Source: an optimization exercise on an open RTL-to-GDS flow (aim: small area, a short achievable clock period and few clock cycles per item). Production flows keep margins and buffers that such runs may drop.
Function was checked by simulation only, so behaviour that the tests miss may differ from the original.

## wip/lagoon
Design aes_top, start of the top module:
module aes_top #(
  parameter int ADDR_W = 8
) (
  input  logic              clk,
  input  logic              reset,
  input  logic [ADDR_W-1:0] awaddr,
  input  logic              awvalid,
  output logic              awready,
  input  logic [31:0]       wdata,
  input  logic [3:0]        wstrb,
  input  logic              wvalid,
  output logic              wready,
  output logic [1:0]        bresp,
  output logic              bvalid,
  input  logic              bready,
  input  logic [ADDR_W-1:0] araddr,
  input  logic              arvalid,
  output logic              arready,
  output logic [31:0]       rdata,
  output logic [1:0]        rresp,
  output logic              rvalid,
  input  logic              rready
);
Size: roughly 5300 cells after synthesis, roughly 50000 sq um of cells after synthesis.
==> flow/config.mk <==
export PLATFORM = sky130hd
export DESIGN_NAME = aes_top
export DESIGN_NICKNAME = aes_top
export VERILOG_FILES = /design/flow/design.v
export SDC_FILE = /design/flow/constraint.sdc
export NUM_CORES = 4
export LEC_CHECK = 0
export CAP_MARGIN = 20
export CELL_PAD_IN_SITES_DETAIL_PLACEMENT = 1
export CELL_PAD_IN_SITES_GLOBAL_PLACEMENT = 2
export CORE_MARGIN = 2
export CORE_UTILIZATION = 40
export PLACE_DENSITY = 0.55
export SLEW_MARGIN = 20
==> flow/constraint.sdc <==
create_clock -name core_clock -period 10.0 [get_ports {clk}]
set_input_delay 2.0000 -clock core_clock [delete_from_list [all_inputs] [get_ports {clk}]]
set_output_delay 2.0000 -clock core_clock [all_outputs]
set_load 0.01 [all_outputs]
standard.sh (not shown) runs the stock make flow with config.mk's settings and CLKGATE_MAP_FILE= SYNTH_SCRIPT=/design/flow/synth_recipe.tcl, a recipe that flattens the netlist after the stock synthesis.
==> flow/flow/run.sh <==
#!/bin/bash
# Layout flow: the standard flow, except that
#  - synthesis maps the logic with the ABC script in flow/synth.abc (area-oriented
#    mapping that keeps the xor structure of the s-boxes) instead of ORFS's speed script;
#  - the make calls get the extra settings in EXTRA: repair aims at a larger setup
#    margin, and the port buffers that placement inserts on every input and output are
#    buf_2 cells rather than the default delay buffer.
# Everything else (yosys synth -nofsm -noshare, flattening, renaming, floorplan to finish,
# the final DEF) is the standard flow.
set -euo pipefail
W=$PWD
F=$W/flow
EXTRA='SETUP_SLACK_MARGIN=5.9 BUFFER_PORTS_ARGS="-buffer_cell sky130_fd_sc_hd__buf_2"'

# ORFS synthesis script with only the abc script replaced
sed -e 's|^\( *\)log_cmd abc {\*}\$abc_args|\1set abc_args [lreplace $abc_args 1 1 '"$F"'/synth.abc]\n\1log_cmd abc {*}$abc_args|' \
  "$FLOW_HOME/scripts/synth.tcl" > "$W/synth_custom.tcl"
grep -q "$F/synth.abc" "$W/synth_custom.tcl"
sed -e 's|source \$::env(SCRIPTS_DIR)/synth.tcl|source '"$W"'/synth_custom.tcl|' synth_recipe.tcl > "$W/synth_recipe_custom.tcl"
grep -q "synth_custom.tcl" "$W/synth_recipe_custom.tcl"

# standard.sh with the extra settings; synthesis also with the custom script
sed -e 's|"\${@:-finish}"|'"$EXTRA"' "${@:-finish}"|' standard.sh > "$W/layout_custom.sh"
grep -q "$EXTRA" "$W/layout_custom.sh"
sed -e 's|SYNTH_SCRIPT=[^ ]*|SYNTH_SCRIPT='"$W"'/synth_recipe_custom.tcl|' "$W/layout_custom.sh" > "$W/synth_custom.sh"

bash "$W/synth_custom.sh" synth > "$W/synth.log" 2>&1
bash "$W/layout_custom.sh" > "$W/layout.log" 2>&1
==> flow/flow/synth.abc <==
strash
&get -n
&dch -f
&nf -R 1000
&put
wip/lagoon | status: complete | timing, DRC, antenna: pass
Testbench counts of wip/lagoon, summed over its fixed seeds: cycles 5,056, blocks 128.
Relative to wip/lagoon, the following input files were edited for wip/xenon:
diff --git a/flow/flow/run.sh b/flow/flow/run.sh
--- a/flow/flow/run.sh
+++ b/flow/flow/run.sh
@@ -3,7 +3,5 @@
 #  - synthesis maps the logic with the ABC script in flow/synth.abc (area-oriented
 #    mapping that keeps the xor structure of the s-boxes) instead of ORFS's speed script;
-#  - the make calls get the extra settings in EXTRA: repair aims at a larger setup
-#    margin, and the port buffers that placement inserts on every input and output are
-#    buf_2 cells rather than the default delay buffer.
+#  - the make calls get the extra settings in EXTRA (repair aims at a larger setup margin).
 # Everything else (yosys synth -nofsm -noshare, flattening, renaming, floorplan to finish,
 # the final DEF) is the standard flow.
@@ -11,5 +9,5 @@
 W=$PWD
 F=$W/flow
-EXTRA='SETUP_SLACK_MARGIN=5.9 BUFFER_PORTS_ARGS="-buffer_cell sky130_fd_sc_hd__buf_2"'
+EXTRA="SETUP_SLACK_MARGIN=5.6"
 
 # ORFS synthesis script with only the abc script replaced
### Flow results
Going from wip/lagoon to wip/xenon, utilization of the core after routing down 2.5 points, fmax down 4.6%.
Of wip/xenon and wip/lagoon, wip/xenon shows the lower non-filler instance count after layout, with wip/lagoon above it.
As far as number of tap cells inserted goes, wip/xenon and wip/lagoon are indistinguishable; the numbers are identical.
Total length of routed met2 wires (lower): wip/xenon
--- input diff wip/xenon..wip/umber ---
diff --git a/flow/flow/run.sh b/flow/flow/run.sh
--- a/flow/flow/run.sh
+++ b/flow/flow/run.sh
@@ -3,5 +3,7 @@
 #  - synthesis maps the logic with the ABC script in flow/synth.abc (area-oriented
 #    mapping that keeps the xor structure of the s-boxes) instead of ORFS's speed script;
-#  - the make calls get the extra settings in EXTRA (repair aims at a larger setup margin).
+#  - the make calls get the extra settings in EXTRA: repair aims at a larger setup
+#    margin, and the port buffers that placement inserts on every input and output are
+#    buf_2 cells rather than the default delay buffer.
 # Everything else (yosys synth -nofsm -noshare, flattening, renaming, floorplan to finish,
 # the final DEF) is the standard flow.
@@ -9,5 +11,5 @@
 W=$PWD
 F=$W/flow
-EXTRA="SETUP_SLACK_MARGIN=5.6"
+EXTRA='SETUP_SLACK_MARGIN=5.75 BUFFER_PORTS_ARGS="-buffer_cell sky130_fd_sc_hd__buf_2"'
 
 # ORFS synthesis script with only the abc script replaced
==> flow/flow/synth.abc <==
strash
&get -n
&dch -f
&nf -R 1000 -p
&put
--- outcome ---
Summary of wip/umber over wip/xenon: post-synthesis instance total closely matched the old numbers, fraction of the cycle the final worst path needs decreased by 1.4 points relative to the old numbers.
Summary of wip/umber over wip/xenon: post-detailed-placement cell area went down, total congestion overflow after global routing did not really move, core utilization went up.
## Diff of input files: wip/nickel against wip/umber
Settings: swapping 40 for 45 in CORE_UTILIZATION; swapping 0.55 for 0.65 in PLACE_DENSITY.
diff --git a/flow/flow/run.sh b/flow/flow/run.sh
--- a/flow/flow/run.sh
+++ b/flow/flow/run.sh
@@ -3,7 +3,5 @@
 #  - synthesis maps the logic with the ABC script in flow/synth.abc (area-oriented
 #    mapping that keeps the xor structure of the s-boxes) instead of ORFS's speed script;
-#  - the make calls get the extra settings in EXTRA: repair aims at a larger setup
-#    margin, and the port buffers that placement inserts on every input and output are
-#    buf_2 cells rather than the default delay buffer.
+#  - the make calls get the extra settings in EXTRA (repair aims at a larger setup margin).
 # Everything else (yosys synth -nofsm -noshare, flattening, renaming, floorplan to finish,
 # the final DEF) is the standard flow.
@@ -11,5 +9,5 @@
 W=$PWD
 F=$W/flow
-EXTRA='SETUP_SLACK_MARGIN=5.75 BUFFER_PORTS_ARGS="-buffer_cell sky130_fd_sc_hd__buf_2"'
+EXTRA="SETUP_SLACK_MARGIN=5.75"
 
 # ORFS synthesis script with only the abc script replaced
==> flow/flow/synth.abc <==
strash
&get -n
&dch -f
&nf -R 1000
&put
- Sort wip/nickel and wip/umber by sequential share of cell area, ascending, and wip/umber comes first.
- Delta(clock-buffer cell count, wip/nickel - wip/umber) > 0

---

aes_top, a different RTL version from the one above (not shown whole).
Size: ~5700 cells after synthesis, roughly 640 flip-flops, about 100 I/O pins.
export LEC_CHECK = 0
export CAP_MARGIN = 20
export CELL_PAD_IN_SITES_DETAIL_PLACEMENT = 0
export CELL_PAD_IN_SITES_GLOBAL_PLACEMENT = 1
export CORE_MARGIN = 2
export CORE_UTILIZATION = 60
export PLACE_DENSITY = 0.72
export SETUP_SLACK_MARGIN = 5
export SLEW_MARGIN = 20
create_clock -name core_clock -period 10.0 [get_ports {clk}]
==> flow/flow/run.sh <==
#!/bin/bash
# Layout flow: the standard flow, except that synthesis maps the logic with
# the ABC script in flow/synth.abc (area-oriented mapping that keeps the xor
# structure of the s-boxes) instead of ORFS's speed script. Everything else
# (yosys synth -nofsm -noshare, flattening, renaming, floorplan to finish) is
# the standard flow.
set -euo pipefail
W=$PWD
F=$W/flow

# ORFS synthesis script with only the abc script replaced
sed -e 's|^\( *\)log_cmd abc {\*}\$abc_args|\1set abc_args [lreplace $abc_args 1 1 '"$F"'/synth.abc]\n\1log_cmd abc {*}$abc_args|' \
  "$FLOW_HOME/scripts/synth.tcl" > "$W/synth_custom.tcl"
grep -q "$F/synth.abc" "$W/synth_custom.tcl"
sed -e 's|source \$::env(SCRIPTS_DIR)/synth.tcl|source '"$W"'/synth_custom.tcl|' synth_recipe.tcl > "$W/synth_recipe_custom.tcl"
grep -q "synth_custom.tcl" "$W/synth_recipe_custom.tcl"

# same make call as standard.sh, with the custom synthesis script
sed -e 's|SYNTH_SCRIPT=[^ ]*|SYNTH_SCRIPT='"$W"'/synth_recipe_custom.tcl|' standard.sh > "$W/synth_custom.sh"
bash "$W/synth_custom.sh" synth > "$W/synth.log" 2>&1

# the rest of the standard flow, from floorplan on
bash standard.sh > "$W/layout.log" 2>&1
==> flow/flow/synth.abc <==
strash
&get -n
&dch -f
&nf -R 1000
&put
The baseline completed with no timing, DRC or antenna violations.
Testbench counts at the start, summed over its fixed seeds: cycles 5,056, blocks 128.
Then changed:
CELL_PAD_IN_SITES_DETAIL_PLACEMENT = 1   (was 0)
CELL_PAD_IN_SITES_GLOBAL_PLACEMENT = 2   (was 1)
CORE_UTILIZATION = 40   (was 60)
PLACE_DENSITY = 0.55   (was 0.72)
=> Worst setup slack is better by 56 ps. Final area climbs by 2.1%.

## static timing again, ports no longer ideal
The results above use ideal ports. As a check the final layouts listed here were re-extracted and re-timed, cells and wires unchanged. Step 1: set_driving_cell puts a clkbuf_16 on clk and a buf_2 on each other input, an assumption about the parent block. Step 2 moves the port delays by t, midway between the first and last clock arrival at a register: inputs arrive t later, outputs are due t later. That takes back most of the time a late clock gives input paths. Slacks: ideal ports / drivers / drivers and shift; pairs: ideal ports / drivers.
run	shift t [ns]	setup WS [ns]	pins driven straight from the clock port
wip/lagoon	0.772	5.817 / 5.817 / 5.374	1
wip/xenon	0.789	5.617 / 5.617 / 5.242	1
wip/umber	0.774	5.754 / 5.754 / 5.125	1
wip/nickel	0.738	5.708 / 5.708 / 5.267	1
the first run of note 2	0.730	5.022 / 5.022 / 4.530	1
the second run of note 2	0.767	5.079 / 5.079 / 4.897	1
After both steps every run listed still meets setup and hold. The setup slack of wip/umber, which loses most, moves by 0.000 ns with the drivers and by -0.629 ns with both steps.
